What follows belongs to an exercise in optimizing a design on an open flow for small area, a short achievable clock period and few clock cycles; a production flow would make more cautious choices. RTL that was checked went through simulation tests only; none was proved equivalent to the original.

## rev 12
## wasm_code_stream_parser
module wasm_code_stream_parser #(
    parameter int MAX_DEPTH = wcsp_pkg::MAX_DEPTH_DEFAULT
) (
    input  wire logic                aclk,
    input  wire logic                aresetn,
    input  wire logic                s_valid,
    output logic                     s_ready,
    input  wire logic [8:0]          s_data,
    output logic                     m_valid,
    input  wire logic                m_ready,
    output logic      [117:0]        m_data
);
For scale: about 170 flip-flops.
==> flow/config.mk <==
export PLATFORM = sky130hd
export DESIGN_NAME = wasm_code_stream_parser
export DESIGN_NICKNAME = wasm_code_stream_parser
export VERILOG_FILES = /design/flow/design.v
export SDC_FILE = /design/flow/constraint.sdc
export NUM_CORES = 4
export LEC_CHECK = 0
export ABC_CLOCK_PERIOD_IN_PS = 2500
export CAP_MARGIN = 20
export CORE_MARGIN = 2
export CORE_UTILIZATION = 40
export SETUP_SLACK_MARGIN = 5
export SLEW_MARGIN = 20
==> flow/constraint.sdc <==
create_clock -name core_clock -period 8.5 [get_ports {aclk}]
set_input_delay 1.7000 -clock core_clock [delete_from_list [all_inputs] [get_ports {aclk}]]
set_output_delay 1.7000 -clock core_clock [all_outputs]
set_load 0.01 [all_outputs]
standard.sh (not shown) runs the stock make flow with config.mk's settings and CLKGATE_MAP_FILE= SYNTH_SCRIPT=/design/flow/synth_recipe.tcl, a recipe that flattens the netlist after the stock synthesis.
==> flow/flow/run.sh <==
#!/bin/bash
set -euo pipefail
MARGIN=5.5
sed -e "s/SETUP_SLACK_MARGIN=[0-9.]*/SETUP_SLACK_MARGIN=$MARGIN/" \
    -e 's/ "\${@:-finish}"/ "BUFFER_PORTS_ARGS=-buffer_cell sky130_fd_sc_hd__buf_2" "${@:-finish}"/' \
    standard.sh > standard_mod.sh
grep -q "SETUP_SLACK_MARGIN=$MARGIN" standard_mod.sh
grep -q "BUFFER_PORTS_ARGS=" standard_mod.sh
bash standard_mod.sh > standard.log 2>&1
diff inputs: rev 12 => rev 13
-- flow/design.v --
<<< rev 12, line 374
        end
    end
    logic k_mem, k_mem_e, k_64, k_64_e;
    logic [3:0] kmem_q, k64_q;
    assign k_mem   = cm[O_OFF] & !leb_bad;
    assign k_mem_e = cm[O_OFF] & !leb_bad & !b[7];
    assign k_64    = cm[O_F64] | (cm[O_I64] & !leb_bad);
    assign k_64_e  = (cm[O_F64] & f_last) | (cm[O_I64] & !leb_bad & !b[7]);
    always_ff @(posedge aclk) begin
        if (upd) begin
            kmem_q <= {!k_mem_e, k_mem_e, !k_mem, k_mem};
            k64_q  <= {!k_64_e, k_64_e, !k_64, k_64};
        end
    end
    assign m_valid = m_valid_reg;
    logic [31:0] g64, gmem;
    assign g64  = {{8{k64_q[0]}}, {8{!k64_q[1]}}, {8{k64_q[2]}}, {8{!k64_q[3]}}};
    assign gmem = {{8{kmem_q[0]}}, {8{!kmem_q[1]}}, {8{kmem_q[2]}}, {8{!kmem_q[3]}}};
    assign m_data  = {op_reg, kind_reg, acc_reg[63:32] & g64, acc_reg[31:0],
                      acc_reg[63:32] & gmem, 6'(depth_reg), ecode_reg, fin_reg};
endmodule
`default_nettype wire
>>> rev 13, line 374
        end
    end
    logic k_mem, k_64;
    logic [1:0] kmem_q, k64_q;
    assign k_mem = cm[O_OFF] & !leb_bad;
    assign k_64  = cm[O_F64] | (cm[O_I64] & !leb_bad);
    always_ff @(posedge aclk) begin
        if (upd) begin
            kmem_q[0] <= k_mem;
            kmem_q[1] <= !k_mem;
            k64_q[0]  <= k_64;
            k64_q[1]  <= !k_64;
        end
    end
    assign m_valid = m_valid_reg;
    assign m_data  = {op_reg, kind_reg,
                      acc_reg[63:48] & {16{k64_q[0]}}, acc_reg[47:32] & {16{!k64_q[1]}},
                      acc_reg[31:0],
                      acc_reg[63:48] & {16{kmem_q[0]}}, acc_reg[47:32] & {16{!kmem_q[1]}},
                      6'(depth_reg), ecode_reg, fin_reg};
endmodule
`default_nettype wire
[summary]
Lower floorplan row count among rev 12 and rev 13: rev 13. Comparing rev 13 with rev 12, the wire length of the first global-routing pass came out essentially unchanged. More vias were needed by rev 12 than by rev 13. HPWL after detailed placement: higher on rev 12. Rev 13 vs. rev 12: design area decreased 2.3%, number of unique standard cell types used by synthesis +1, layout clock buffer count rose 4, non-clock buffering overhead in the final layout moved down. In the metrics for rev 12 and rev 13, the one carrying the lower post-CTS setup buffer count is rev 12. In rev 13, the global-route usage came out 1.3 points above the value in rev 12.
Testbench counts of rev 13, summed over its fixed seeds: cycles 33,140.
The RTL of rev 12 was laid out without a check of its function.

-- static timing again, ports no longer ideal --
The flow's constraints put no driver on any port. The routed layouts listed below were extracted and timed again, unchanged, in two steps.
Step 1 assumes that a clkbuf_16 drives the clock port and a buf_2 every other input.
Step 2 adds t to the input delays and takes it off the output delays; t is the mean of the earliest and latest rising clock arrival at the registers after step 1. Input paths then give back, and output paths get back, about the clock's delay inside the block.
Three values: no drivers, after step 1, after step 2; two values: the first two.
run | t, ns | slack for setup (ns) | worst setup path at the end | latest minus earliest clock arrival (ns) | slew at the worst register clock pin (ns)
rev 12 | 0.482 | 5.494 / 5.445 / 5.140 | input to register | 0.009 / 0.009 | 0.07 / 0.07
rev 13 | 0.479 | 5.523 / 5.473 / 5.155 | input to register | 0.012 / 0.011 | 0.07 / 0.07
After both steps setup and hold are still met in every run listed. The setup slack of rev 13, which loses most, moves by -0.050 ns with the drivers and by -0.368 ns with both steps.
